Context: an optimization exercise on an open-source flow, tuned for small area, a short achievable clock period and few clock cycles. The choices shown serve that exercise and are no tape-out recipe.
RTL that was checked went through simulation tests only; none was proved equivalent to the original.
For run 5, only the layout was checked, not whether the RTL still works.

==> flow/design.v <==
`timescale 1ns / 1ps
`default_nettype none
package itap_pkg;
  localparam int VALUE_W     = 64;
  localparam int FUNC_W      = 3;
  localparam int WIDTH_W     = 6;
  localparam int PREC_W      = 7;
  localparam int CH_W        = 8;
  localparam int IN_TDATA_W  = 88;
  localparam int IN_TUSER_W  = 4;
  localparam int OUT_TDATA_W = 8;
  localparam int DEF_MAX_FIELD  = 62;
  localparam int DEF_VALUE_BITS = 64;
  typedef enum logic [FUNC_W-1:0] {
    FN_SDEC = 3'd0,
    FN_UDEC = 3'd1,
    FN_HEXL = 3'd2,
    FN_HEXU = 3'd3,
    FN_PTR  = 3'd4
  } itap_func_e;
  localparam logic [CH_W-1:0] CH_SPACE   = 8'h20;
  localparam logic [CH_W-1:0] CH_PLUS    = 8'h2b;
  localparam logic [CH_W-1:0] CH_MINUS   = 8'h2d;
  localparam logic [CH_W-1:0] CH_ZERO    = 8'h30;
  localparam logic [CH_W-1:0] CH_X       = 8'h78;
  localparam logic [CH_W-1:0] CH_LOWER_A = 8'h61;
  localparam logic [CH_W-1:0] CH_UPPER_A = 8'h41;
endpackage
`default_nettype wire
`timescale 1ns / 1ps
`default_nettype none
module itap_bcd_cell (
  input  logic [3:0] d_i,
  output logic [2:0] q_o,
  output logic       c_o
);
  logic [2:0] c;
  logic       b, co;
  logic [2:0] n;
  assign c = d_i[3:1];
  assign b = d_i[0];
  logic _00_;
  logic _01_;
  logic _02_;
  logic _03_;
  logic _04_;
  logic _05_;
  logic _06_;
  logic _07_;
  assign _07_ = b | ~c[1];
  assign _00_ = ~(c[0] | _07_);
  assign _01_ = ~(c[2] | _00_);
  assign n[2] = c[2] ? b : _00_;
  assign _02_ = ~(c[0] & _07_);
  assign n[1] = ~(_01_ & _02_);
  assign _03_ = b & ~c[1];
  assign _04_ = ~(c[2] | _03_);
  assign n[0] = ~(_07_ & _04_);
  assign _05_ = b | c[0];
  assign _06_ = c[1] & _05_;
  assign co = c[2] | _06_;
  assign q_o = n;
  assign c_o = co;
endmodule
`default_nettype wire
`timescale 1ns / 1ps
`default_nettype none
module itap_bcd_row #(
  parameter int NDIG = 20,
  parameter int W    = (NDIG - 1) * 4 + 1
) (
  input  logic [W-1:0] acc_i,
  input  logic [3:0]   nib_i,
  output logic [W-1:0] acc_o
);
  logic [NDIG*4-1:0] lay [5];
  assign lay[0] = (NDIG*4)'(acc_i);
  for (genvar l = 0; l < 4; l++) begin : g_layer
    logic [NDIG-1:0]   cy;
    logic [NDIG*4-1:0] nx;
    for (genvar j = 0; j < NDIG - 1; j++) begin : g_dig
      itap_bcd_cell u_cell (
        .d_i (lay[l][j*4 +: 4]),
        .q_o (nx[j*4+1 +: 3]),
        .c_o (cy[j])
      );
      if (j == 0) begin : g_lsb
        assign nx[j*4] = nib_i[3-l];
      end else begin : g_mid
        assign nx[j*4] = cy[j-1];
      end
    end
    assign nx[NDIG*4-1:(NDIG-1)*4] = {3'b000, cy[NDIG-2]};
    assign cy[NDIG-1] = 1'b0;
    assign lay[l+1] = nx;
  end
  assign acc_o = lay[4][W-1:0];
endmodule
`default_nettype wire
`timescale 1ns / 1ps
`default_nettype none
import itap_pkg::*;
module integer_to_padded_ascii #(
  parameter int MAX_FIELD  = itap_pkg::DEF_MAX_FIELD,
  parameter int VALUE_BITS = itap_pkg::DEF_VALUE_BITS
) (
  input  logic                             clk_i,
  input  logic                             rst_ni,
  input  logic                             s_axis_tvalid,
  output logic                             s_axis_tready,
  input  logic [itap_pkg::IN_TDATA_W-1:0]  s_axis_tdata,
  input  logic [itap_pkg::IN_TUSER_W-1:0]  s_axis_tuser,
  output logic                             m_axis_tvalid,
  input  logic                             m_axis_tready,
  output logic [itap_pkg::OUT_TDATA_W-1:0] m_axis_tdata,
  output logic                             m_axis_tlast
);
  function automatic logic [2:0] enc_q(input logic [2:0] q);
    case (q)
      3'd0: enc_q = 3'd0;
      3'd1: enc_q = 3'd1;
      3'd2: enc_q = 3'd2;
      3'd3: enc_q = 3'd3;
      3'd4: enc_q = 3'd7;
      default: enc_q = 3'd0;
    endcase
  endfunction
  function automatic logic [2:0] dec_q(input logic [2:0] c);
    case (c)
      3'd0: dec_q = 3'd0;
      3'd1: dec_q = 3'd1;
      3'd2: dec_q = 3'd2;
      3'd3: dec_q = 3'd3;
      3'd7: dec_q = 3'd4;
      default: dec_q = 3'd0;
    endcase
  endfunction
  localparam int NDIG  = 20;
  localparam int ACC_W = (NDIG - 1) * 4 + 1;
  logic [63:0] v;
  logic [2:0]  fn;
  logic        wide_in, isdec_in, ishex_in, sgn_in, neg_in;
  assign v        = s_axis_tdata[63:0];
  assign fn       = s_axis_tuser[2:0];
  assign wide_in  = s_axis_tuser[3] || (fn == 3'd4);
  assign isdec_in = (fn == 3'd0) || (fn == 3'd1);
  assign ishex_in = (fn == 3'd2) || (fn == 3'd3) || (fn == 3'd4);
  assign sgn_in   = wide_in ? v[63] : v[31];
  assign neg_in   = (fn == 3'd0) && sgn_in;
  logic [15:0] nz, nf, fp, fneg;
  always_comb begin
    for (int g = 0; g < 16; g++) begin
      nz[g] = |v[g*4 +: 4];
      nf[g] = ~&v[g*4 +: 4];
    end
    for (int g = 0; g < 16; g++) begin
      fp[g] = nz[g] && ((g < 8) || wide_in);
    end
    fneg[0] = 1'b0;
    for (int g = 1; g < 16; g++) begin
      fneg[g] = ((g < 8) || wide_in) &&
                (nf[g-1] || (((g == 15) || (g == 7 && !wide_in)) && nf[g]));
    end
  end
  logic [3:0] h_in, lz_in;
  logic [15:0] fh;
  always_comb begin
    fh   = neg_in ? fneg : fp;
    h_in = 4'd0;
    for (int g = 0; g < 16; g++) begin
      if (fh[g]) h_in = 4'(g);
    end
    lz_in = 4'd0;
    for (int g = 15; g >= 0; g--) begin
      if (nz[g]) lz_in = 4'(g);
    end
  end
  typedef enum logic [1:0] {Q_IDLE, Q_FETCH, Q_FDONE, Q_UNDEF} q_state_e;
  q_state_e   q_st, q_st_n;
  logic       q_neg, q_hex, q_hex_n, q_first, q_first_n, qs, qs_n;
  logic [3:0] q_lz, q_g, q_g_n, q_g_f;
  logic       tready_q, tready_n, accept, prep;
  logic       f_valid, f_valid_n, f_first, f_first_n, f_last;
  logic [3:0] f_nib;
  logic [3:0] idx, nib, mag;
  logic       fetch, consume, q_ready, q_ready_n, c_start;
  assign accept = tready_q && s_axis_tvalid;
  assign prep   = (q_st == Q_IDLE) && s_axis_tvalid;
  assign idx    = q_g;
  assign nib    = v[idx*4 +: 4];
  assign mag    = q_neg ? (~nib + 4'((idx <= q_lz) ? 1 : 0)) : nib;
  assign fetch  = (q_st == Q_FETCH) && (!f_valid || consume);
  assign q_ready = !qs && ((f_valid && f_first) || ((q_st == Q_FDONE) && q_hex));
  typedef enum logic [1:0] {C_IDLE, C_RUN, C_SIZE, C_DONE} c_state_e;
  c_state_e          c_st, c_st_n;
  logic [ACC_W-1:0]  acc, acc_dd, acc_nx;
  logic              c_isdec;
  logic [4:0]        c_ndm1;
  logic              handoff;
  logic [5:0]        s_wc, s_pc;
  logic              s_pnone, s_zero, s_neg, s_plus, s_upper;
  logic [1:0]        s_pre;
  logic       c_start_q, handoff_q, c_start_n, handoff_n, e_last, e_last_n;
  assign c_start = c_start_q;
  assign consume = (c_start && !q_hex) || (c_st == C_RUN);
  itap_bcd_row #(
    .NDIG (NDIG)
  ) u_row (
    .acc_i (acc),
    .nib_i (f_nib),
    .acc_o (acc_dd)
  );
  logic [3:0] dmod;
  assign dmod = (f_nib >= 4'd10) ? f_nib - 4'd10 : f_nib;
  always_comb begin
    acc_nx = acc_dd;
    if (c_start) begin
      acc_nx = '0;
      if (q_hex) begin
        acc_nx[31:0]  = v[31:0];
        acc_nx[63:32] = wide_in ? v[63:32] : 32'd0;
      end else begin
        acc_nx[3:0] = {enc_q(dmod[3:1]), dmod[0]};
        acc_nx[4]   = (f_nib >= 4'd10);
      end
    end
  end
  logic [4:0] ndm1_nx;
  always_comb begin
    ndm1_nx = 5'd0;
    for (int j = 0; j < NDIG; j++) begin
      if (j < NDIG - 1) begin
        if (acc[j*4 +: 4] != 4'd0) ndm1_nx = 5'(j);
      end else begin
        if (acc[ACC_W-1]) ndm1_nx = 5'(j);
      end
    end
  end
  logic [ACC_W-1:0] e_buf;
  logic             e_busy, e_isdec, e_upper, e_neg, e_plus;
  logic [5:0]       e_pos, e_am1;
  logic [4:0]       e_ndm1;
  logic [1:0]       e_pre;
  logic             o_valid, o_last, k_valid, k_last;
  logic [7:0]       o_ch, k_ch;
  logic             o_free, e_take, emit;
  assign o_free  = !o_valid || m_axis_tready;
  assign emit    = e_busy && !k_valid;
  assign handoff = handoff_q;
  logic [5:0] lm1_nx, mm1_nx, zm1_nx, c_lm1, tm1, am1;
  logic [6:0] wc7, pc7, mm, zm;
  always_comb begin
    wc7 = {1'b0, s_wc};
    pc7 = {1'b0, s_pc};
    lm1_nx = 6'(ndm1_nx) + 6'(s_pre);
    if (c_isdec) begin
      mm = wc7;
      if (s_zero && s_pnone) zm = wc7;
      else                   zm = (pc7 < wc7) ? pc7 : wc7;
    end else begin
      mm = (pc7 > wc7) ? pc7 : wc7;
      if (s_pnone) zm = s_zero ? 7'd64 : 7'd0;
      else         zm = pc7 + 7'(s_pre);
    end
    mm1_nx = (mm == 7'd0) ? 6'd0 : 6'(mm - 7'd1);
    zm1_nx = (zm == 7'd0) ? 6'd0 : 6'(zm - 7'd1);
    tm1 = (s_wc > c_lm1) ? s_wc : c_lm1;
    am1 = (s_pc > c_lm1) ? s_pc : c_lm1;
  end
  logic       sp, pfx, zr;
  logic [3:0] dval;
  logic [7:0] dch, ch;
  logic [3:0] ebd [NDIG];
  always_comb begin
    for (int j = 0; j < NDIG - 1; j++) ebd[j] = e_buf[j*4 +: 4];
    ebd[NDIG-1] = {3'b000, e_buf[ACC_W-1]};
  end
  assign dval = ebd[e_pos[4:0]];
  assign sp   = e_pos > e_am1;
  assign pfx  = e_pre != 2'd0;
  assign zr   = e_pos > {1'b0, e_ndm1};
  assign dch  = e_isdec ? {4'h3, dec_q(dval[3:1]), dval[0]} :
                (dval < 4'd10) ? {4'h3, dval} : {(e_upper ? 4'h4 : 4'h6), dval - 4'd9};
  always_comb begin
    if (sp)               ch = CH_SPACE;
    else if (pfx) begin
      if (e_isdec)        ch = e_neg ? CH_MINUS : (e_plus ? CH_PLUS : CH_SPACE);
      else                ch = e_pre[1] ? CH_ZERO : CH_X;
    end
    else if (zr)          ch = CH_ZERO;
    else                  ch = dch;
  end
  logic e_busy_n, k_valid_n, tm1_is0;
  always_comb begin
    tm1_is0   = (c_lm1 == 6'd0) && (s_wc == 6'd0);
    e_busy_n  = e_busy;
    if (emit && e_last) e_busy_n = 1'b0;
    if (handoff)        e_busy_n = 1'b1;
    k_valid_n = o_free ? 1'b0 : (emit ? 1'b1 : k_valid);
    e_last_n  = handoff ? tm1_is0 : (emit ? (e_pos == 6'd1) : e_last);
    handoff_n = (c_st_n == C_DONE) && (!e_busy_n || (!k_valid_n && e_last_n));
  end
  always_comb begin
    c_st_n = c_st;
    case (c_st)
      C_RUN:  if (f_last) c_st_n = C_SIZE;
      C_SIZE: c_st_n = C_DONE;
      C_DONE: if (handoff) c_st_n = C_IDLE;
      default: ;
    endcase
    if (c_start) c_st_n = (q_hex || f_last) ? C_SIZE : C_RUN;
  end
  always_comb begin
    q_st_n    = q_st;
    q_g_n     = q_g;
    q_first_n = q_first;
    q_hex_n   = q_hex;
    qs_n      = qs;
    f_valid_n = f_valid;
    f_first_n = f_first;
    if (consume) f_valid_n = 1'b0;
    if (fetch) begin
      f_valid_n = 1'b1;
      f_first_n = q_first;
      q_first_n = 1'b0;
      q_g_n     = idx - 4'd1;
      if (idx == 4'd0) q_st_n = Q_FDONE;
    end
    if (c_start) qs_n = 1'b1;
    q_g_f = q_g_n;
    if (prep) begin
      q_first_n = 1'b1;
      q_g_n     = h_in;
      q_hex_n   = ishex_in;
      if (isdec_in)      q_st_n = Q_FETCH;
      else if (ishex_in) q_st_n = Q_FDONE;
      else               q_st_n = Q_UNDEF;
    end
    if (accept) begin
      q_st_n = Q_IDLE;
      qs_n   = 1'b0;
    end
    q_ready_n = !qs_n && ((f_valid_n && f_first_n) || ((q_st_n == Q_FDONE) && q_hex_n));
    c_start_n = q_ready_n && ((c_st_n == C_IDLE) || handoff_n);
    tready_n  = (q_st_n == Q_UNDEF) ||
                (((q_st_n == Q_FDONE) ||
                  ((q_st_n == Q_FETCH) && !q_first_n && (q_g_f == 4'd0))) &&
                 (qs_n || (q_ready_n && (c_st_n == C_IDLE))));
  end
  always_ff @(posedge clk_i or negedge rst_ni) begin
    if (!rst_ni) begin
      q_st     <= Q_IDLE;
      q_first  <= 1'b0;
      q_hex    <= 1'b0;
      qs       <= 1'b0;
      tready_q <= 1'b0;
      f_valid  <= 1'b0;
      f_first  <= 1'b0;
      c_st     <= C_IDLE;
      e_busy   <= 1'b0;
      e_last   <= 1'b0;
      c_start_q <= 1'b0;
      handoff_q <= 1'b0;
      o_valid  <= 1'b0;
      k_valid  <= 1'b0;
    end else begin
      q_st     <= q_st_n;
      q_first  <= q_first_n;
      q_hex    <= q_hex_n;
      qs       <= qs_n;
      tready_q <= tready_n;
      f_valid  <= f_valid_n;
      f_first  <= f_first_n;
      c_st     <= c_st_n;
      if (o_free) begin
        o_valid <= k_valid || emit;
        k_valid <= 1'b0;
      end else if (emit) begin
        k_valid <= 1'b1;
      end
      e_busy    <= e_busy_n;
      e_last    <= e_last_n;
      c_start_q <= c_start_n;
      handoff_q <= handoff_n;
    end
  end
  always_ff @(posedge clk_i) begin
    if (prep) begin
      q_neg <= neg_in;
      q_lz  <= lz_in;
    end
    q_g <= q_g_n;
    if (fetch) begin
      f_nib  <= mag;
      f_last <= (idx == 4'd0);
    end
    if (c_start || (c_st == C_RUN)) acc <= acc_nx;
    if (c_start) begin
      c_isdec <= isdec_in;
      s_neg   <= q_neg;
      s_plus  <= s_axis_tdata[64];
      s_zero  <= s_axis_tdata[66];
      s_upper <= (fn == 3'd3);
      s_wc    <= (s_axis_tdata[73:68] == 6'd63) ? 6'd62 : s_axis_tdata[73:68];
      s_pnone <= (s_axis_tdata[80:74] == 7'h7f);
      s_pc    <= s_axis_tdata[80] ? 6'd0 :
                 ((s_axis_tdata[79:74] == 6'd63) ? 6'd62 : s_axis_tdata[79:74]);
      if (isdec_in) s_pre <= {1'b0, q_neg || s_axis_tdata[64] || s_axis_tdata[65]};
      else          s_pre <= (s_axis_tdata[67] || (fn == 3'd4)) ? 2'd2 : 2'd0;
    end
    if (c_st == C_SIZE) begin
      c_ndm1 <= ndm1_nx;
      c_lm1  <= lm1_nx;
      s_wc   <= mm1_nx;
      s_pc   <= zm1_nx;
    end
    if (emit && pfx && !sp) e_pre <= e_pre - 2'd1;
    if (emit) e_pos <= e_pos - 6'd1;
    if (handoff) begin
      e_buf   <= acc;
      e_pos   <= tm1;
      e_am1   <= am1;
      e_ndm1  <= c_ndm1;
      e_pre   <= s_pre;
      e_isdec <= c_isdec;
      e_upper <= s_upper;
      e_neg   <= s_neg;
      e_plus  <= s_plus;
    end
    if (o_free) begin
      o_ch   <= k_valid ? k_ch : ch;
      o_last <= k_valid ? k_last : e_last;
    end
    if (emit) begin
      k_ch   <= ch;
      k_last <= e_last;
    end
  end
  assign s_axis_tready = tready_q;
  assign m_axis_tvalid = o_valid;
  assign m_axis_tdata  = o_ch;
  assign m_axis_tlast  = o_last;
endmodule
`default_nettype wire
==> flow/flow/run.sh <==
#!/bin/bash
# The standard layout (the standard.sh, unchanged synthesis) with two
# changes to how the layout is optimised: the port buffers are plain
# buf_2 cells instead of the delay-cell default, and timing repair aims for a
# larger setup margin. Each make run logs to a file of its own here.
set -euo pipefail
export BUFFER_PORTS_ARGS="-buffer_cell sky130_fd_sc_hd__buf_2"
export SETUP_SLACK_MARGIN="${FLOW_SETUP_MARGIN:-5.0}"
bash standard.sh synth > make_synth.log 2>&1
bash standard.sh finish > make_finish.log 2>&1
==> flow/standard.sh <==
#!/bin/bash
# synth_recipe.tcl (not shown) runs the flow's synth.tcl, then flattens the netlist and writes it again
# the make line also repeats each setting of config.mk as NAME=value (left out here)
make -C /OpenROAD-flow-scripts/flow DESIGN_CONFIG=/design/flow/config.mk WORK_HOME=/design/flow/orfs CLKGATE_MAP_FILE= SYNTH_SCRIPT=/design/flow/synth_recipe.tcl "${@:-finish}"
==> flow/config.mk <==
export PLATFORM = sky130hd
export DESIGN_NAME = integer_to_padded_ascii
export DESIGN_NICKNAME = integer_to_padded_ascii
export VERILOG_FILES = /design/flow/design.v
export SDC_FILE = /design/flow/constraint.sdc
export NUM_CORES = 4
export LEC_CHECK = 0
export ABC_AREA = 1
export CAP_MARGIN = 20
export CORE_MARGIN = 2
export CORE_UTILIZATION = 40
export SLEW_MARGIN = 20
export TNS_END_PERCENT = 5
==> flow/constraint.sdc <==
create_clock -name core_clock -period 8.0 [get_ports {clk_i}]
set_input_delay 1.6000 -clock core_clock [delete_from_list [all_inputs] [get_ports {clk_i}]]
set_output_delay 1.6000 -clock core_clock [all_outputs]
set_load 0.01 [all_outputs]
==> out/results.tsv, run 1 <==
stage	metric	value	unit
outcome	status	no timing/DRC/antenna violations	
timing	slew_viol_final	0	
timing	skew	0.00779	ns
clock_tree	cts_tree	built	
global_routing	antenna_found_initial	0	
synth	yosys_most_used_dff	edfxtp_1	
placed_design	placed_cells	3023	
timing	holdWs	0.418	ns
global_routing	grt_pass1_wl	78100	um
clock_tree	htree_num_levels	1	
timing	min_period	2.98	ns
floorplanning	fp.dieH	213	um
drt	route.vias.total	16300	
placed_design	place_area	18600	um2
finish	layout.core_utilization	0.464	
timing	tightestPinTransition	0.932	ns
clock_tree	cts_buffers	30	
setup_path	crit_path_max_fanout	2	
drt	postRouteWirelength	49600	um
synth	synth_warnings	5	
timing	fmax	336	MHz
setup_path	crit_arrival	3.28	ns
floorplanning	io_pins	107	
synth	async_flop_share	0.0630	
setup_path	endpoint_kind	register	
floorplanning	die_w	213	um
drt	met3WireLength	2930	um
synth	yosysSeqAreaShare	0.430	
floorplanning	dieArea	45300	um2
clock_tree	numClockSinks	254	
drt	drtIter0Drc	1152	
finish	fin_area	20000	um2
drt	via_per_inst	5.24	
finish	area_growth_syn_to_layout	14.5	%
drt	topRoutingLayerUsed	met4	
timing	setup_viol	0	
synth	syn_area_per_cell	7.38	um2
finish	drive_gt1_frac	0.106	
clock_tree	clock_latency	0.57	ns
timing	fin_crit_sh	0.373	
drt	m1WireLength	22500	um
synth	synth_cell_types	60	
timing	fin_ws	5.02	ns
setup_path	worstSetupStartpointType	register	
placed_design	pre_cts_ws	3.56	ns
synth	syn_inst	2364	
hold_path	hp-class	register to register	
clock_tree	clk_pin_slew	0.06	ns
timing	hold_viol	0	
placed_design	hpwlAfterDp	38600	um
timing	setup-tns-final	0	ns
job	cap_violations	0	
setup_path	worst-endpoint-required	8.30	ns
clock_tree	cts_root_buffer	clkbuf_16	
drt	wl_per_cell	16.0	um
drt	dr.pass1.iters	8	
floorplanning	initial_core_util	0.405	
synth	syn-cell-area	17400	um2
clock_tree	postCtsHoldBufs	0	
placed_design	portBuffers	98	
global_routing	grt_overflow	0	
finish	layout.cells.most_common	nand2_1	
drt	met2_length	22400	um
synth	synth_edf_count	234	
global_routing	grt_pass1_vias	15300	
finish	antenna-diode-count	0	
floorplanning	coreArea	43100	um2
placed_design	gp_congestion	0.884	
synth	ys_ff_latch	254	
drt	drc	0	
setup_path	criticalPathCategory	register to register	
timing	slew-limit-headroom	0.379	
drt	ant_nets	0	
finish	final_cell_mix	nand2_1 (520), inv_1 (401), nor2_1 (276)	
finish	nets	2643	
global_routing	grt_util_all_layers	0.218	
clock_tree	cts_buffer_depth	3	
global_routing	grt_max_degree	72	
floorplanning	rows	76	
finish	final_cells	3102	
timing	rsz0062_at_grt	true	
routing by layer:
layer,GRT usage,vias up
li1,-,8185
met1,0.298,7495
met2,0.356,483
met3,0.0237,102
met4,0.0863,0
met5,0,-
layout make-up:
cell class,count,area (um2)
clock inverter,19,169
fill,4277,23100
tap,585,732
inverter,422,1590
clock buffer,36,795
timing repair buffer,132,774
sequential,254,7510
multi-input combinational,1654,8400
final timing paths:
kind,to,depth (start not counted),slack [ns],start
setup / recovery,c_lm1[4],23,5.02,acc[6]
setup reg to reg,c_lm1[4],23,5.02,acc[6]
max in group asynchronous,handoff_q,1,6.75,rst_ni
min in group asynchronous,handoff_q,1,0.95,rst_ni
hold reg to reg,e_ndm1[0],0,0.42,c_ndm1[0]
hold / removal,e_ndm1[0],0,0.42,c_ndm1[0]
sequential cells by signal, summed over array words and instances, names as in the netlist, 2 cells and up:
register,flops
s_pre,2
s_wc,6
c_st,2
k_ch,7
c_ndm1,5
f_nib,4
acc,77
q_st,2
e_am1,6
o_ch,7
q_g,4
s_pc,6
q_lz,4
c_lm1,6
e_buf,77
e_ndm1,5
e_pos,6
e_pre,2
what timing repair did:
item                       4_1_cts  5_1_grt
setup endpoints to repair      106       55
gates resized for setup         14       49
setup buffers                    4       20
pin swaps                        0       13
synth_stat cells, types with 8 or more instances:
cell type  instances  area (um2)
o211ai_1          18         135
a21oi_1          151         756
or2_2              8        50.1
inv_1            404        1520
nand2_1          529        1990
ha_1              51         638
edfxtp_1         234        7030
dfrtp_1           16         400
nand4_1           38         238
nor4_1            27         169
clkbuf_1          28         105
o22ai_1           21         131
xor2_1             9        78.8
nor3_1            42         210
inv_2             13        48.8
nor2_1           283        1060
nand3_1          108         541
o21ai_1           59         295
o21ai_0          198         991
a21o_1             9        67.6
critical path, stage by stage (launching register included):
cell	delay, ns
edfxtp_1	0.42
or2_4	0.28
o21ai_2	0.12
nand2_1	0.09
nand3_1	0.09
nand3_1	0.10
nand2_1	0.08
nand2_1	0.06
nand2_1	0.06
nand2_1	0.05
nand2_1	0.05
nand2_1	0.04
nand2_1	0.08
nand2_2	0.07
nand2_1	0.07
nand2_1	0.06
nand2_1	0.06
nand2_1	0.05
nand2_1	0.07
nand2_2	0.10
ha_4	0.18
fa_2	0.37
o21ai_1	0.09
nand3_1	0.08
logic make-up (layout without fill, tap and decap cells):
group | count (synthesis) | in the layout | synth area share
other cells | 1 | 2 | 0.000215
simple gates | 1065 | 1065 | 0.258
flops | 254 | 254 | 0.430
xor+xnor | 13 | 13 | 0.00653
fa+ha+maj | 53 | 53 | 0.0389
buf+inv | 457 | 609 | 0.0990
compound gates | 521 | 521 | 0.167
Testbench counts, summed over its fixed seeds: cycles 13,131.
==> run 2, diff against run 1 <==
--- a/flow/config.mk
+++ b/flow/config.mk
@@ -10,4 +10,4 @@
 export CORE_MARGIN = 2
 export CORE_UTILIZATION = 40
 export SLEW_MARGIN = 20
-export TNS_END_PERCENT = 5
+export TNS_END_PERCENT = 30
==> run 2 against run 1 <==
Effect of this change: synthesized cell count unchanged; still clean on timing, DRC and antenna; first-iteration DRC count down 12%; critical path type is now input port to register; maximum frequency down 4.1%; sequential cell count unchanged; worst hold slack better by 0.0027 ns; critical endpoint is now acc[59].
==> out/results.tsv, run 2 <==
stage	metric	value	unit
finish	nets	2646	
drt	drc	0	
synth	syn_inst	2364	
floorplanning	dieArea	45300	um2
finish	fin_area	20000	um2
finish	layout.cells.most_common	nand2_1	
drt	postRouteWirelength	50000	um
global_routing	grt_max_degree	75	
synth	syn_area_per_cell	7.38	um2
synth	synth_edf_count	234	
synth	yosys_most_used_dff	edfxtp_1	
global_routing	antenna_found_initial	0	
timing	holdWs	0.420	ns
global_routing	grt_pass1_vias	15300	
finish	area_growth_syn_to_layout	14.8	%
outcome	status	no timing/DRC/antenna violations	
floorplanning	coreArea	43100	um2
clock_tree	cts_buffers	29	
timing	skew	0.0340	ns
synth	synth_top_cell_area_share	0.403	
drt	ant_nets	0	
setup_path	worst-endpoint-required	8.38	ns
finish	antenna-diode-count	0	
synth	async_flop_share	0.0630	
synth	synth_cell_types	60	
setup_path	worstSetupStartpointType	input port	
synth	ys_ff_latch	254	
placed_design	place_area	18600	um2
setup_path	r2r-end	c_lm1[2]	
finish	layout.core_utilization	0.465	
synth	synth_warnings	5	
setup_path	r2r_cells	22	
finish	drive_gt1_frac	0.117	
drt	dr.pass1.iters	5	
clock_tree	cts_root_buffer	clkbuf_16	
placed_design	portBuffers	98	
hold_path	hp-class	register to register	
timing	hold_viol	0	
setup_path	endpoint	acc[59]	
placed_design	pre_cts_ws	3.56	ns
synth	yosysSeqAreaShare	0.430	
setup_path	endpoint_kind	register	
setup_path	rrSetupSlack	5.05	ns
timing	slew_viol_final	0	
hold_path	min_path_cells	0	
timing	tightestPinTransition	0.931	ns
floorplanning	io_pins	107	
finish	largest_registers	acc: 77 flops, e_buf: 77 flops	
setup_path	criticalPathCategory	input port to register	
timing	fin_crit_sh	0.388	
floorplanning	die_w	213	um
timing	setup_viol	0	
timing	fin_ws	4.89	ns
global_routing	grt_util_all_layers	0.216	
timing	setup-tns-final	0	ns
setup_path	crit_arrival	3.49	ns
timing	fmax	322	MHz
synth	synthTopCellsByArea	edfxtp_1 (40%), nand2_1 (11%), inv_1 (8.7%), nor2_1 (6.1%), o21ai_0 (5.7%)	
timing	rsz0062_at_grt	true	
placed_design	gp_congestion	0.871	
clock_tree	cts_buffer_depth	3	
placed_design	placed_cells	3023	
synth	yosys-top-cells-count	nand2_1 (529), inv_1 (404), nor2_1 (283)	
global_routing	grt_pass1_wl	77700	um
synth	yosysTopAreaCell	edfxtp_1	
finish	fillers	4201	
synth	yosysMostFrequentCell	nand2_1	
finish	final_cell_mix	nand2_1 (516), inv_1 (396), nor2_1 (268)	
drt	via_per_inst	5.27	
drt	drtIter0Drc	1013	
timing	min_period	3.11	ns
setup_path	r2r_start	acc[7]	
synth	syn-cell-area	17400	um2
drt	wl_per_cell	16.1	um
floorplanning	initial_core_util	0.405	
setup_path	crit_path_max_fanout	13	
clock_tree	clk_pin_slew	0.06	ns
placed_design	hpwlAfterDp	38600	um
setup_path	critPathLaunch	s_axis_tuser[1]	
clock_tree	cts_tree	built	
clock_tree	postCtsHoldBufs	0	
job	cap_violations	0	
clock_tree	clock_latency	0.58	ns
timing	slew-limit-headroom	0.379	
clock_tree	htree_num_levels	1	
finish	final_cells	3105	
floorplanning	rows	76	
drt	route.vias.total	16400	
global_routing	grt_overflow	0	
floorplanning	fp.dieH	213	um
clock_tree	numClockSinks	254	
==> run 2: cell counts after synthesis <==
No cell type changed its count.
==> run 2: area by class of cell <==
cell class | instances | area, um2 | share of cell area
inverter | 422 | 1600 | 0.0797
timing repair inverter | 1 | 5.00 | 0.000250
timing repair buffer | 135 | 772 | 0.0386
multi-input combinational | 1654 | 8500 | 0.424
clock buffer | 34 | 744 | 0.0372
clock inverter | 20 | 164 | 0.00818
sequential | 254 | 7510 | 0.375
tap | 585 | 732 | 0.0366
==> run 2: routing by layer <==
metal	share of wire	up-vias	track usage
li1	-	8196	-
met1	0.45	7542	0.294
met2	0.46	531	0.356
met3	0.059	84	0.0243
met4	0.030	0	0.0803
met5	0	-	0
==> run 2: worst min-delay path by stage <==
| stage | startpoint | to | slack (ns) |
|---|---|---|---|
| CTS | s_neg | e_neg | 0.42 |
| global route | c_ndm1[4] | e_ndm1[4] | 0.42 |
| global placement | c_ndm1[3] | e_ndm1[3] | 0.40 |
| detailed placement | s_neg | e_neg | 0.41 |
| floorplan | c_ndm1[0] | e_ndm1[0] | 0.40 |
| finish | c_ndm1[4] | e_ndm1[4] | 0.42 |
==> run 2: critical path, stage by stage <==
cell and delay, ns:
buf_2 0.14, nor2_2 0.18, nand2_4 0.12, nand2_4 0.09
buf_4 0.17, inv_1 0.07, nor2_1 0.08, buf_4 0.24
clkinvlp_2 0.47, o22ai_1 0.33
==> run 2: timing repair <==
action / in CTS / in global routing
pin swaps: 4 / 9
buffers inserted: 10 / 17
endpoints found under the setup margin: 102 / 108
resized for setup: 28 / 63
hold endpoints to repair: 0 / 0
gates cloned: 0 / 1
==> run 2: logic make-up (layout without fill, tap and decap cells) <==
group | count (synthesis) | in the layout | share of synthesized area
xor gates and xnor gates | 13 | 13 | 0.00653
AOI/OAI and AO/OA | 521 | 521 | 0.167
adders and majority gates | 53 | 53 | 0.0389
buffers and inverters | 457 | 612 | 0.0990
other | 1 | 2 | 0.000215
and+or+nand+nor | 1065 | 1065 | 0.258
DFF | 254 | 254 | 0.430
==> run 3, diff against run 2 <==
--- a/flow/config.mk
+++ b/flow/config.mk
@@ -10,4 +10,3 @@
 export CORE_MARGIN = 2
 export CORE_UTILIZATION = 40
 export SLEW_MARGIN = 20
-export TNS_END_PERCENT = 30
==> run 3 against run 2 <==
Effect of this change: still clean; first-iteration DRC count increased by 14%; synthesized area unchanged; worst hold slack got worse by 0.0016 ns; critical path depth rose by 12; utilization up 1.0 points; sequential share of layout area shrank 0.79 points; setup slack better by 0.22 ns; maximum frequency increased by 7.8%; die area unchanged; synthesized cell count unchanged; highest routed layer unchanged.
==> out/results.tsv, run 3 <==
stage	metric	value	unit
floorplanning	rows	76	
setup_path	endpoint_kind	register	
timing	skew	0.0139	ns
clock_tree	numClockSinks	254	
synth	synth_edf_count	234	
global_routing	grt_overflow	0	
finish	area_growth_syn_to_layout	17.3	%
floorplanning	die_w	213	um
global_routing	grt_max_degree	73	
floorplanning	coreArea	43100	um2
timing	slew-limit-headroom	0.304	
clock_tree	cts_buffers	31	
placed_design	portBuffers	98	
drt	route.vias.total	16300	
finish	fin_area	20500	um2
drt	drtIter0Drc	1152	
clock_tree	htree_num_levels	1	
finish	final_cells	3123	
drt	drc	0	
finish	antenna-diode-count	0	
setup_path	cp_top_family	simple AND/OR/NAND/NOR gates	
finish	fillers	4177	
setup_path	crit_path_max_fanout	2	
setup_path	cp.buffers_inverters	0	
finish	final_cell_mix	nand2_1 (514), inv_1 (398), nor2_1 (268)	
floorplanning	io_pins	107	
timing	rsz0062_at_grt	true	
synth	async_flop_share	0.0630	
global_routing	grt_pass1_vias	15200	
outcome	status	no timing/DRC/antenna violations	
placed_design	place_area	18600	um2
setup_path	crit_arrival	3.20	ns
clock_tree	cts_tree	built	
setup_path	worstSetupStartpointType	register	
drt	postRouteWirelength	50100	um
synth	yosysSeqAreaShare	0.430	
setup_path	max_stage_delay	0.43	ns
finish	largest_registers	acc: 77 flops, e_buf: 77 flops	
synth	yosys-top-cells-count	nand2_1 (529), inv_1 (404), nor2_1 (283)	
finish	layout.cells.most_common	nand2_1	
timing	tightestPinTransition	1.04	ns
timing	fmax	347	MHz
synth	syn_inst	2364	
timing	fin_crit_sh	0.360	
global_routing	antenna_found_initial	1	
global_routing	grt_pass1_wl	78200	um
drt	wl_per_cell	16.0	um
timing	hold_viol	0	
clock_tree	clock_latency	0.59	ns
synth	syn_area_per_cell	7.38	um2
finish	nets	2663	
drt	dr.pass1.iters	5	
timing	setup_viol	0	
placed_design	gp_congestion	0.877	
floorplanning	fp.dieH	213	um
setup_path	cp_common_cell	nand2_1	
placed_design	hpwlAfterDp	38600	um
finish	drive_gt1_frac	0.127	
setup_path	cp_slowest_cell	edfxtp_1	
synth	yosys_most_used_dff	edfxtp_1	
setup_path	path_cells	or2_4 -> o21ai_2 -> nand2_2 -> nand3_2 -> nand3_2 -> nand2_1 -> nand2_1 -> nand2_1 -> nand2_1 -> nand2_1 -> nand2_1 -> nand2_1 -> nand2_2 -> nand2_2 -> nand2_2 -> nand2_1 -> nand2_1 -> nand2_1 -> nand2_2 -> ha_4 -> fa_2 -> xor2_1	
synth	synthTopCellsByArea	edfxtp_1 (40%), nand2_1 (11%), inv_1 (8.7%), nor2_1 (6.1%), o21ai_0 (5.7%)	
synth	yosysMostFrequentCell	nand2_1	
synth	synth_warnings	5	
drt	via_per_inst	5.23	
timing	min_period	2.88	ns
placed_design	placed_cells	3022	
setup_path	criticalPathCategory	register to register	
floorplanning	initial_core_util	0.405	
setup_path	worst-endpoint-required	8.32	ns
hold_path	hp-class	register to register	
clock_tree	clk_pin_slew	0.07	ns
synth	syn-cell-area	17400	um2
floorplanning	dieArea	45300	um2
clock_tree	cts_root_buffer	clkbuf_16	
synth	synth_cell_types	60	
timing	slew_viol_final	0	
global_routing	grt_util_all_layers	0.219	
clock_tree	cts_buffer_depth	3	
synth	yosysTopAreaCell	edfxtp_1	
synth	ys_ff_latch	254	
job	cap_violations	0	
timing	setup-tns-final	0	ns
synth	synth_top_cell_area_share	0.403	
drt	ant_nets	0	
## run 3: cell counts after synthesis
No cell type changed its count.
## run 3: per-layer routing
metal | routed length, um | vias to the layer above | track usage
met2 | 22900 | 472 | 0.358
met5 | 0 | - | 0
li1 | - | 8208 | -
met4 | 1810 | 0 | 0.0760
met1 | 22400 | 7561 | 0.302
met3 | 2920 | 99 | 0.0262
## run 3: timing repair
action	CTS	global route
setup buffers	6	37
cloned	0	1
hold buffers	0	0
endpoints found under the setup margin	24	46
gates resized for setup	19	77
pin swaps	1	14
## run 3: cell families (layout without fill, tap and decap cells)
| kind of cell | count (synthesis) | after routing | share of synthesized area |
|---|---|---|---|
| flops | 254 | 254 | 0.430 |
| simple gates | 1065 | 1066 | 0.258 |
| buf+inv | 457 | 629 | 0.0990 |
| other cells | 1 | 2 | 0.000215 |
| fa+ha+maj | 53 | 53 | 0.0389 |
| compound gates | 521 | 521 | 0.167 |
| xor+xnor | 13 | 13 | 0.00653 |
## run 3: path summary, 6_finish.rpt
kind	startpoint	endpoint	slack, ns	cells past startpoint
setup / recovery	acc[6]	c_lm1[2]	5.12	22
hold / removal	c_ndm1[0]	e_ndm1[0]	0.42	0
setup reg to reg	acc[6]	c_lm1[2]	5.12	22
hold reg to reg	c_ndm1[0]	e_ndm1[0]	0.42	0
max in group asynchronous	rst_ni	handoff_q	6.76	1
min in group asynchronous	rst_ni	o_valid	0.93	1
## run 3: cell type report
type | count | area (um2) | share of cell area
inverter | 422 | 1610 | 0.0785
sequential | 254 | 7510 | 0.367
tap | 585 | 732 | 0.0358
timing repair buffer | 150 | 903 | 0.0442
clock buffer | 33 | 783 | 0.0383
clock inverter | 24 | 365 | 0.0179
multi-input combinational | 1655 | 8550 | 0.418
## run 3: through the flow
stage / hold WS [ns] / worst slack [ns] / utilization
3_3_place_gp: 0.403 / 4.02 / 0.433
3_5_place_dp: 0.407 / 3.96 / 0.433
6_report: 0.419 / 5.12 / 0.475
4_1_cts: 0.420 / 5.00 / 0.462
2_1_floorplan: 0.400 / 5.00 / -
5_1_grt: 0.422 / 4.92 / 0.475
## run 3: worst register-to-register path: stages, from the launching register on
cell,delay [ns]
edfxtp_1,0.43
or2_4,0.26
o21ai_2,0.13
nand2_2,0.08
nand3_2,0.07
nand3_2,0.06
nand2_1,0.06
nand2_1,0.06
nand2_1,0.06
nand2_1,0.05
nand2_1,0.06
nand2_1,0.05
nand2_1,0.08
nand2_2,0.06
nand2_2,0.06
nand2_2,0.05
nand2_1,0.06
nand2_1,0.05
nand2_1,0.07
nand2_2,0.09
ha_4,0.18
fa_2,0.38
xor2_1,0.17
==> run 4, diff against run 3 <==
==> flow/flow/run.sh (replaced) <==
#!/bin/bash
# The standard layout (the standard.sh, its synthesis unchanged) with two
# changes to how the layout is optimised: the port buffers are plain buf_2
# cells instead of the delay-cell buffers the standard flow picks, and timing
# repair aims for a 5 ns setup margin (period 3 ns at the 8 ns clock). Each
# make run logs to a file of its own here.
set -euo pipefail
export BUFFER_PORTS_ARGS="-buffer_cell sky130_fd_sc_hd__buf_2"
export SETUP_SLACK_MARGIN="${FLOW_SETUP_MARGIN:-5.0}"
bash standard.sh synth > make_synth.log 2>&1
bash standard.sh finish > make_finish.log 2>&1
==> run 4 against run 3 <==
Effect of this change: still clean; synthesized area stayed put; non-clock buffer count stayed put; maximum frequency is the same; utilization is the same; clock-buffer cell count unchanged; critical path depth stayed put; setup slack unchanged; clock skew stayed put; synthesized cell count is the same; largest cell class unchanged.
==> out/results.tsv, run 4 <==
stage	metric	value	unit
drt	ant_nets	0	
timing	fmax	347	MHz
drt	drc	0	
setup_path	crit_path_max_fanout	2	
floorplanning	dieArea	45300	um2
setup_path	crit_arrival	3.20	ns
setup_path	max_stage_delay	0.43	ns
synth	syn_area_per_cell	7.38	um2
timing	tightestPinTransition	1.04	ns
clock_tree	cts_buffers	31	
timing	setup-tns-final	0	ns
synth	ys_ff_latch	254	
timing	setup_viol	0	
clock_tree	cts_buffer_depth	3	
drt	route.vias.total	16300	
finish	area_growth_syn_to_layout	17.3	%
drt	drtIter0Drc	1152	
setup_path	worstSetupStartpointType	register	
clock_tree	numClockSinks	254	
global_routing	grt_max_degree	73	
timing	holdWs	0.419	ns
synth	syn_inst	2364	
clock_tree	clk_pin_slew	0.07	ns
synth	yosysTopAreaCell	edfxtp_1	
clock_tree	postCtsHoldBufs	0	
drt	via_per_inst	5.23	
setup_path	cp.buffers_inverters	0	
floorplanning	die_w	213	um
floorplanning	coreArea	43100	um2
floorplanning	io_pins	107	
global_routing	grt_pass1_wl	78200	um
synth	yosys_most_used_dff	edfxtp_1	
global_routing	grt_util_all_layers	0.219	
setup_path	criticalPathCategory	register to register	
global_routing	grt_pass1_vias	15200	
setup_path	cp_common_cell	nand2_1	
synth	async_flop_share	0.0630	
finish	nets	2663	
finish	final_cell_mix	nand2_1 (514), inv_1 (398), nor2_1 (268)	
placed_design	hpwlAfterDp	38600	um
synth	synth_top_cell_area_share	0.403	
timing	hold_viol	0	
outcome	status	no timing/DRC/antenna violations	
synth	yosys-top-cells-count	nand2_1 (529), inv_1 (404), nor2_1 (283)	
synth	synth_cell_types	60	
finish	final_cells	3123	
drt	wl_per_cell	16.0	um
setup_path	cp_top_family	simple AND/OR/NAND/NOR gates	
floorplanning	fp.dieH	213	um
timing	fin_crit_sh	0.360	
synth	yosysMostFrequentCell	nand2_1	
synth	yosysSeqAreaShare	0.430	
timing	skew	0.0139	ns
global_routing	antenna_found_initial	1	
finish	fillers	4177	
placed_design	gp_congestion	0.877	
synth	synth_edf_count	234	
timing	rsz0062_at_grt	true	
setup_path	cp_slowest_cell	edfxtp_1	
finish	largest_registers	acc: 77 flops, e_buf: 77 flops	
clock_tree	cts_root_buffer	clkbuf_16	
global_routing	grt_overflow	0	
setup_path	worst-endpoint-required	8.32	ns
drt	dr.pass1.iters	5	
hold_path	hp-class	register to register	
synth	synth_warnings	5	
timing	min_period	2.88	ns
drt	postRouteWirelength	50100	um
finish	antenna-diode-count	0	
job	cap_violations	0	
timing	slew-limit-headroom	0.304	
timing	slew_viol_final	0	
synth	synthTopCellsByArea	edfxtp_1 (40%), nand2_1 (11%), inv_1 (8.7%), nor2_1 (6.1%), o21ai_0 (5.7%)	
clock_tree	cts_tree	built	
placed_design	placed_cells	3022	
setup_path	path_cells	or2_4 -> o21ai_2 -> nand2_2 -> nand3_2 -> nand3_2 -> nand2_1 -> nand2_1 -> nand2_1 -> nand2_1 -> nand2_1 -> nand2_1 -> nand2_1 -> nand2_2 -> nand2_2 -> nand2_2 -> nand2_1 -> nand2_1 -> nand2_1 -> nand2_2 -> ha_4 -> fa_2 -> xor2_1	
setup_path	endpoint_kind	register	
finish	layout.cells.most_common	nand2_1	
floorplanning	rows	76	
synth	syn-cell-area	17400	um2
floorplanning	initial_core_util	0.405	
clock_tree	clock_latency	0.59	ns
finish	drive_gt1_frac	0.127	
placed_design	portBuffers	98	
clock_tree	htree_num_levels	1	
-- run 4: logic make-up (layout without fill, tap and decap cells) --
| logic type | after synthesis | count (layout) | synth area share |
|---|---|---|---|
| other cells | 1 | 2 | 0.000215 |
| flops | 254 | 254 | 0.430 |
| simple gates | 1065 | 1066 | 0.258 |
| xor+xnor | 13 | 13 | 0.00653 |
| compound gates | 521 | 521 | 0.167 |
| fa+ha+maj | 53 | 53 | 0.0389 |
| buf+inv | 457 | 629 | 0.0990 |
-- run 4: final cells by class --
| class | instances | area, um2 | area share |
|---|---|---|---|
| Tap cell | 585 | 732 | 0.0358 |
| Sequential cell | 254 | 7510 | 0.367 |
| Timing Repair Buffer | 150 | 903 | 0.0442 |
| Inverter | 422 | 1610 | 0.0785 |
| Multi-Input combinational cell | 1655 | 8550 | 0.418 |
| Clock inverter | 24 | 365 | 0.0179 |
| Clock buffer | 33 | 783 | 0.0383 |
-- run 4: routing by layer --
metal,vias up,part of all wire,track usage
met4,0,0.036,0.0760
met3,99,0.058,0.0262
met2,472,0.46,0.358
met5,-,0,0
li1,8208,-,-
met1,7561,0.45,0.302
-- run 4: what timing repair did --
action                                 in CTS  in global routing
buffers inserted                            6                 37
setup endpoints to repair                  24                 46
gates resized for setup                    19                 77
pin swaps                                   1                 14
cloned                                      0                  1
endpoints found under the hold margin       0                  0
-- run 4: worst paths after layout --
kind                        endpoint       from  cells after the start  slack, ns
setup / recovery            c_lm1[2]     acc[6]                     22       5.12
hold / removal             e_ndm1[0]  c_ndm1[0]                      0       0.42
setup reg to reg            c_lm1[2]     acc[6]                     22       5.12
hold reg to reg            e_ndm1[0]  c_ndm1[0]                      0       0.42
max in group asynchronous  handoff_q     rst_ni                      1       6.76
min in group asynchronous    o_valid     rst_ni                      1       0.93
-- run 4: metrics by stage --
step | worst slack, ns | instance area [um2] | util
floorplan | 5.00 | 17500 | -
global placement | 4.02 | 18600 | 0.433
detailed placement | 3.96 | 18600 | 0.433
CTS | 5.00 | 19900 | 0.462
global route | 4.92 | 20500 | 0.475
finish | 5.12 | 20500 | 0.475
==> run 5, diff against run 4 <==
--- a/flow/design.v
+++ b/flow/design.v
@@ -162,13 +162,13 @@
                 (nf[g-1] || (((g == 15) || (g == 7 && !wide_in)) && nf[g]));
     end
   end
-  logic [3:0] h_in, lz_in;
-  logic [15:0] fh;
+  logic [3:0] hp_in, hn_in, lz_in;
   always_comb begin
-    fh   = neg_in ? fneg : fp;
-    h_in = 4'd0;
+    hp_in = 4'd0;
+    hn_in = 4'd0;
     for (int g = 0; g < 16; g++) begin
-      if (fh[g]) h_in = 4'(g);
+      if (fp[g])   hp_in = 4'(g);
+      if (fneg[g]) hn_in = 4'(g);
     end
     lz_in = 4'd0;
     for (int g = 15; g >= 0; g--) begin
@@ -178,7 +178,7 @@
   typedef enum logic [1:0] {Q_IDLE, Q_FETCH, Q_FDONE, Q_UNDEF} q_state_e;
   q_state_e   q_st, q_st_n;
   logic       q_neg, q_hex, q_hex_n, q_first, q_first_n, qs, qs_n;
-  logic [3:0] q_lz, q_g, q_g_n, q_g_f;
+  logic [3:0] q_hp, q_hn, q_lz, q_g, q_g_n;
   logic       tready_q, tready_n, accept, prep;
   logic       f_valid, f_valid_n, f_first, f_first_n, f_last;
   logic [3:0] f_nib;
@@ -186,7 +186,7 @@
   logic       fetch, consume, q_ready, q_ready_n, c_start;
   assign accept = tready_q && s_axis_tvalid;
   assign prep   = (q_st == Q_IDLE) && s_axis_tvalid;
-  assign idx    = q_g;
+  assign idx    = q_first ? (q_neg ? q_hn : q_hp) : q_g;
   assign nib    = v[idx*4 +: 4];
   assign mag    = q_neg ? (~nib + 4'((idx <= q_lz) ? 1 : 0)) : nib;
   assign fetch  = (q_st == Q_FETCH) && (!f_valid || consume);
@@ -197,8 +197,7 @@
   logic              c_isdec;
   logic [4:0]        c_ndm1;
   logic              handoff;
-  logic [5:0]        s_wc, s_pc;
-  logic              s_pnone, s_zero, s_neg, s_plus, s_upper;
+  logic              s_neg, s_plus, s_upper;
   logic [1:0]        s_pre;
   logic       c_start_q, handoff_q, c_start_n, handoff_n, e_last, e_last_n;
   assign c_start = c_start_q;
@@ -247,25 +246,32 @@
   assign o_free  = !o_valid || m_axis_tready;
   assign emit    = e_busy && !k_valid;
   assign handoff = handoff_q;
-  logic [5:0] lm1_nx, mm1_nx, zm1_nx, c_lm1, tm1, am1;
-  logic [6:0] wc7, pc7, mm, zm;
+  logic [5:0] lm1_nx, mm1_in, zm1_in, c_lm1, c_mm1, c_zm1, tm1, am1;
+  logic [5:0] w_in, p_in, wm1_in, pm1_in, pp1_in;
+  logic       pnone_in, zero_in, pfx2_in;
   always_comb begin
-    wc7 = {1'b0, s_wc};
-    pc7 = {1'b0, s_pc};
-    lm1_nx = 6'(ndm1_nx) + 6'(s_pre);
-    if (c_isdec) begin
-      mm = wc7;
-      if (s_zero && s_pnone) zm = wc7;
-      else                   zm = (pc7 < wc7) ? pc7 : wc7;
+    w_in     = s_axis_tdata[73:68];
+    p_in     = s_axis_tdata[79:74];
+    pnone_in = (s_axis_tdata[80:74] == 7'h7f);
+    zero_in  = s_axis_tdata[66];
+    pfx2_in  = s_axis_tdata[67] || (fn == 3'd4);
+    wm1_in = (w_in == 6'd63) ? 6'd61 : ((w_in == 6'd0) ? 6'd0 : w_in - 6'd1);
+    pm1_in = s_axis_tdata[80] ? 6'd0 :
+             ((p_in == 6'd63) ? 6'd61 : ((p_in == 6'd0) ? 6'd0 : p_in - 6'd1));
+    pp1_in = s_axis_tdata[80] ? 6'd1 : ((p_in == 6'd63) ? 6'd63 : p_in + 6'd1);
+    if (isdec_in) begin
+      mm1_in = wm1_in;
+      if (zero_in && pnone_in) zm1_in = wm1_in;
+      else                     zm1_in = (pm1_in < wm1_in) ? pm1_in : wm1_in;
     end else begin
-      mm = (pc7 > wc7) ? pc7 : wc7;
-      if (s_pnone) zm = s_zero ? 7'd64 : 7'd0;
-      else         zm = pc7 + 7'(s_pre);
-    end
-    mm1_nx = (mm == 7'd0) ? 6'd0 : 6'(mm - 7'd1);
-    zm1_nx = (zm == 7'd0) ? 6'd0 : 6'(zm - 7'd1);
-    tm1 = (s_wc > c_lm1) ? s_wc : c_lm1;
-    am1 = (s_pc > c_lm1) ? s_pc : c_lm1;
+      mm1_in = (pm1_in > wm1_in) ? pm1_in : wm1_in;
+      if (pnone_in)     zm1_in = zero_in ? 6'd63 : 6'd0;
+      else if (pfx2_in) zm1_in = pp1_in;
+      else              zm1_in = pm1_in;
+    end
+    lm1_nx = 6'(ndm1_nx) + 6'(s_pre);
+    tm1 = (c_mm1 > c_lm1) ? c_mm1 : c_lm1;
+    am1 = (c_zm1 > c_lm1) ? c_zm1 : c_lm1;
   end
   logic       sp, pfx, zr;
   logic [3:0] dval;
@@ -292,7 +298,7 @@
   end
   logic e_busy_n, k_valid_n, tm1_is0;
   always_comb begin
-    tm1_is0   = (c_lm1 == 6'd0) && (s_wc == 6'd0);
+    tm1_is0   = (c_lm1 == 6'd0) && (c_mm1 == 6'd0);
     e_busy_n  = e_busy;
     if (emit && e_last) e_busy_n = 1'b0;
     if (handoff)        e_busy_n = 1'b1;
@@ -327,10 +333,8 @@
       if (idx == 4'd0) q_st_n = Q_FDONE;
     end
     if (c_start) qs_n = 1'b1;
-    q_g_f = q_g_n;
     if (prep) begin
       q_first_n = 1'b1;
-      q_g_n     = h_in;
       q_hex_n   = ishex_in;
       if (isdec_in)      q_st_n = Q_FETCH;
       else if (ishex_in) q_st_n = Q_FDONE;
@@ -344,7 +348,7 @@
     c_start_n = q_ready_n && ((c_st_n == C_IDLE) || handoff_n);
     tready_n  = (q_st_n == Q_UNDEF) ||
                 (((q_st_n == Q_FDONE) ||
-                  ((q_st_n == Q_FETCH) && !q_first_n && (q_g_f == 4'd0))) &&
+                  ((q_st_n == Q_FETCH) && !q_first_n && (q_g_n == 4'd0))) &&
                  (qs_n || (q_ready_n && (c_st_n == C_IDLE))));
   end
   always_ff @(posedge clk_i or negedge rst_ni) begin
@@ -387,6 +391,8 @@
   always_ff @(posedge clk_i) begin
     if (prep) begin
       q_neg <= neg_in;
+      q_hp  <= hp_in;
+      q_hn  <= hn_in;
       q_lz  <= lz_in;
     end
     q_g <= q_g_n;
@@ -399,20 +405,15 @@
       c_isdec <= isdec_in;
       s_neg   <= q_neg;
       s_plus  <= s_axis_tdata[64];
-      s_zero  <= s_axis_tdata[66];
       s_upper <= (fn == 3'd3);
-      s_wc    <= (s_axis_tdata[73:68] == 6'd63) ? 6'd62 : s_axis_tdata[73:68];
-      s_pnone <= (s_axis_tdata[80:74] == 7'h7f);
-      s_pc    <= s_axis_tdata[80] ? 6'd0 :
-                 ((s_axis_tdata[79:74] == 6'd63) ? 6'd62 : s_axis_tdata[79:74]);
+      c_mm1   <= mm1_in;
+      c_zm1   <= zm1_in;
       if (isdec_in) s_pre <= {1'b0, q_neg || s_axis_tdata[64] || s_axis_tdata[65]};
       else          s_pre <= (s_axis_tdata[67] || (fn == 3'd4)) ? 2'd2 : 2'd0;
     end
     if (c_st == C_SIZE) begin
       c_ndm1 <= ndm1_nx;
       c_lm1  <= lm1_nx;
-      s_wc   <= mm1_nx;
-      s_pc   <= zm1_nx;
     end
     if (emit && pfx && !sp) e_pre <= e_pre - 2'd1;
     if (emit) e_pos <= e_pos - 6'd1;
==> flow/flow/run.sh (replaced) <==
#!/bin/bash
# The standard layout (the standard.sh, unchanged synthesis) with two
# changes to how the layout is optimised: the port buffers are plain
# buf_2 cells instead of the delay-cell default, and timing repair aims for a
# larger setup margin. Each make run logs to a file of its own here.
set -euo pipefail
export BUFFER_PORTS_ARGS="-buffer_cell sky130_fd_sc_hd__buf_2"
export SETUP_SLACK_MARGIN="${FLOW_SETUP_MARGIN:-5.0}"
bash standard.sh synth > make_synth.log 2>&1
bash standard.sh finish > make_finish.log 2>&1
==> run 5 against run 4 <==
Effect of this change: clock skew barely moved; worst hold slack got worse by 0.0025 ns; synthesized cell count rose by 3.6%; global-route usage rose by 0.56 points; via count rose by 3.6%; clock-buffer cell count rose by 14; setup slack got worse by 0.62 ns; sequential cell count rose by 6; critical path depth fell by 4.
==> out/results.tsv, run 5 <==
stage	metric	value	unit
timing	setup_viol	0	
clock_tree	cts_buffers	34	
synth	yosys_most_used_dff	edfxtp_1	
drt	ant_nets	0	
floorplanning	fp.dieH	214	um
synth	synth-compound-area-share	0.146	
clock_tree	clk_pin_slew	0.06	ns
global_routing	grt_overflow	0	
clock_tree	clock_latency	0.54	ns
synth	synth_top_family_by_area	simple AND/OR/NAND/NOR gates	
global_routing	grt_util_all_layers	0.225	
synth	async_flop_share	0.0615	
hold_path	hp-class	register to register	
timing	slew_viol_final	0	
finish	drive_gt1_frac	0.144	
synth	synth_top_cell_area_share	0.407	
clock_tree	numClockSinks	260	
global_routing	grt_pass1_wl	82000	um
synth	yosysMostFrequentCell	nand2_1	
finish	largest_registers	acc: 77 flops, e_buf: 77 flops	
floorplanning	dieArea	46000	um2
finish	register_area	7690	um2
hold_path	min-delay-start	c_ndm1[0]	
placed_design	pre_cts_ws	3.28	ns
timing	rsz0062_at_grt	true	
setup_path	criticalPathCategory	input port to register	
setup_path	r2r_cells	12	
finish	layout.core_utilization	0.482	
floorplanning	initial_core_util	0.403	
finish	final_cell_mix	nand2_1 (657), inv_1 (361), nor2_1 (285)	
synth	synthMuxAreaShare	0	
synth	ys_ff_latch	260	
hold_path	min_path_cells	0	
synth	synthSimpleGateAreaFrac	0.286	
setup_path	crit_path_max_fanout	4	
setup_path	r2r-end	f_nib[1]	
floorplanning	io_pins	107	
drt	drc	0	
setup_path	rrSetupSlack	5.11	ns
drt	drtIter0Drc	1248	
synth	synth-adder-area-share	0.0378	
timing	setup-tns-final	0	ns
placed_design	place_area	19000	um2
global_routing	grt_max_degree	76	
finish	area_growth_syn_to_layout	19.5	%
drt	via_per_inst	5.21	
synth	syn-cell-area	17700	um2
synth	yosys-top-cells-count	nand2_1 (676), inv_1 (385), nor2_1 (311)	
synth	synth_warnings	5	
timing	fmax	285	MHz
timing	skew	0.0144	ns
global_routing	antenna_found_initial	3	
timing	tightestPinTransition	1.07	ns
outcome	status	no timing/DRC/antenna violations	
timing	fin_crit_sh	0.438	
setup_path	crit_arrival	3.79	ns
finish	nets	2782	
placed_design	placed_cells	3116	
global_routing	grt_pass1_vias	15900	
job	cap_violations	0	
placed_design	portBuffers	98	
timing	holdWs	0.416	ns
synth	syn_inst	2449	
setup_path	worstSetupStartpointType	input port	
timing	slew-limit-headroom	0.288	
clock_tree	cts_buffer_depth	3	
timing	hold_viol	0	
synth	synth_edf_count	240	
finish	fillers	4310	
timing	fin_ws	4.50	ns
synth	synthTopCellsByArea	edfxtp_1 (41%), nand2_1 (14%), inv_1 (8.2%), nor2_1 (6.6%), o21ai_0 (6.0%)	
drt	dr.pass1.iters	6	
setup_path	endpoint_kind	register	
clock_tree	cts_root_buffer	clkbuf_16	
finish	layout.cells.most_common	nand2_1	
placed_design	hpwlAfterDp	40000	um
synth	synth_xor_area_frac	0.00494	
placed_design	gp_congestion	0.895	
floorplanning	die_w	214	um
setup_path	r2r_start	q_neg	
finish	final_cells	3250	
drt	route.vias.total	16900	
synth	syn_area_per_cell	7.24	um2
hold_path	hold_end	e_ndm1[0]	
finish	fin_area	21200	um2
synth	yosysSeqAreaShare	0.434	
synth	yosysTopAreaCell	edfxtp_1	
clock_tree	postCtsHoldBufs	0	
drt	postRouteWirelength	52800	um
setup_path	worst-endpoint-required	8.28	ns
timing	min_period	3.50	ns
floorplanning	coreArea	43900	um2
floorplanning	rows	77	
drt	wl_per_cell	16.3	um
synth	synth_cell_types	60	
finish	multi_input_area	8940	um2
clock_tree	cts_tree	built	
clock_tree	htree_num_levels	2	
-- run 5: cell count changes in the layout (fill, tap and decap cells not counted), moves of 7 or more --
cell     before  now
nand2_1     514  657
inv_1       398  361
o21ai_1      63   31
buf_4        49   73
nand3_1     100  122
nor3_1       41   23
nor2_1      268  285
nor2_2       12   22
o21ai_0     187  197
ha_1         47   39
nor4_1       24   16
a21o_1        9    2
-- run 5: worst max-delay path by stage --
| stage | endpoint | cells after the start | from | slack (ns) |
|---|---|---|---|---|
| 6_report | c_mm1[2] | 18 | s_axis_tdata[74] | 4.50 |
| 5_1_grt | c_mm1[3] | 18 | s_axis_tdata[74] | 4.40 |
| 2_1_floorplan | c_mm1[5] | 17 | s_axis_tdata[74] | 4.06 |
| 3_5_place_dp | c_mm1[1] | 17 | s_axis_tdata[74] | 3.28 |
| 4_1_cts | c_zm1[5] | 20 | s_axis_tdata[75] | 4.62 |
| 3_3_place_gp | c_mm1[1] | 17 | s_axis_tdata[74] | 3.34 |
-- run 5: cells by family (layout without fill, tap and decap cells) --
| family | count (synthesis) | after routing |
|---|---|---|
| AND/OR/NAND/NOR | 1228 | 1228 |
| flip-flops | 260 | 260 |
| other | 1 | 4 |
| adder cells (fa/ha/maj) | 53 | 53 |
| XOR/XNOR | 10 | 10 |
| AO/OA/AOI/OAI | 472 | 472 |
| buffers and inverters | 425 | 631 |
-- run 5: layer usage --
layer	global-route usage	up-vias	wire (um)
li1	-	8502	-
met1	0.290	7813	23000
met2	0.379	507	25000
met3	0.0367	104	2920
met4	0.0875	2	1900
met5	0	-	9
-- run 5: repair_timing --
item                       4_1_cts  5_1_grt
setup buffers                   35       37
cloned                           1        0
pin swaps                       25       33
setup endpoints to repair       54       59
resized for setup               62       99
-- run 5: worst max-delay path: stages --
cell and delay [ns]:
buf_8 0.08, ha_4 0.14, nand2_4 0.05, nor2_4 0.11
inv_2 0.06, nor2_4 0.09, inv_2 0.05, nor2_4 0.13
inv_2 0.08, o22ai_4 0.20, ha_4 0.18, nand2_4 0.05
nor2_4 0.09, o21ai_2 0.06, o211a_4 0.17, a311oi_4 0.37
buf_4 0.20, o21ai_1 0.05
-- run 5: layout make-up --
cell class | instances | share of cell area
well taps | 592 | 0.0350
flip-flops and latches | 260 | 0.363
repair inverters | 1 | 0.000355
clock buffers | 47 | 0.0454
multi-input cells | 1765 | 0.422
inverters | 392 | 0.0712
repair buffers | 179 | 0.0555
diodes | 2 | 0.000236
clock inverters | 12 | 0.00680

re-timing with driven ports:
In the flow no input, the clock included, has a driving cell. The finished layouts below were timed again as built, in two steps.
Step 1 assumes that a clkbuf_16 drives the clock port and a buf_2 every other input.
Step 2 times the ports against the registers' clock, not the clock port: input delays grow and output delays shrink by t, the midpoint of the rising clock arrivals with the driver on.
Slacks: no drivers / after step 1 / after step 2; pairs: no drivers / after step 1.
| run | t, ns | slack for setup (ns) | worst register clock-pin slew, ns | worst slew at a driven data input, ns | cell pins on the clock port's net |
|---|---|---|---|---|---|
| run 1 | 0.611 | 5.019 / 5.019 / 4.493 | 0.06 / 0.06 | 0.04 | 1 |
| run 2 | 0.617 | 4.893 / 4.926 / 4.309 | 0.07 / 0.07 | 0.03 | 1 |
| run 3 | 0.638 | 5.117 / 5.117 / 4.520 | 0.07 / 0.07 | 0.04 | 1 |
| run 4 | 0.638 | 5.117 / 5.117 / 4.520 | 0.07 / 0.07 | 0.04 | 1 |
| run 5 | 0.587 | 4.495 / 4.499 / 3.911 | 0.06 / 0.06 | 0.07 | 1 |
After both steps setup and hold are still met in every run listed.
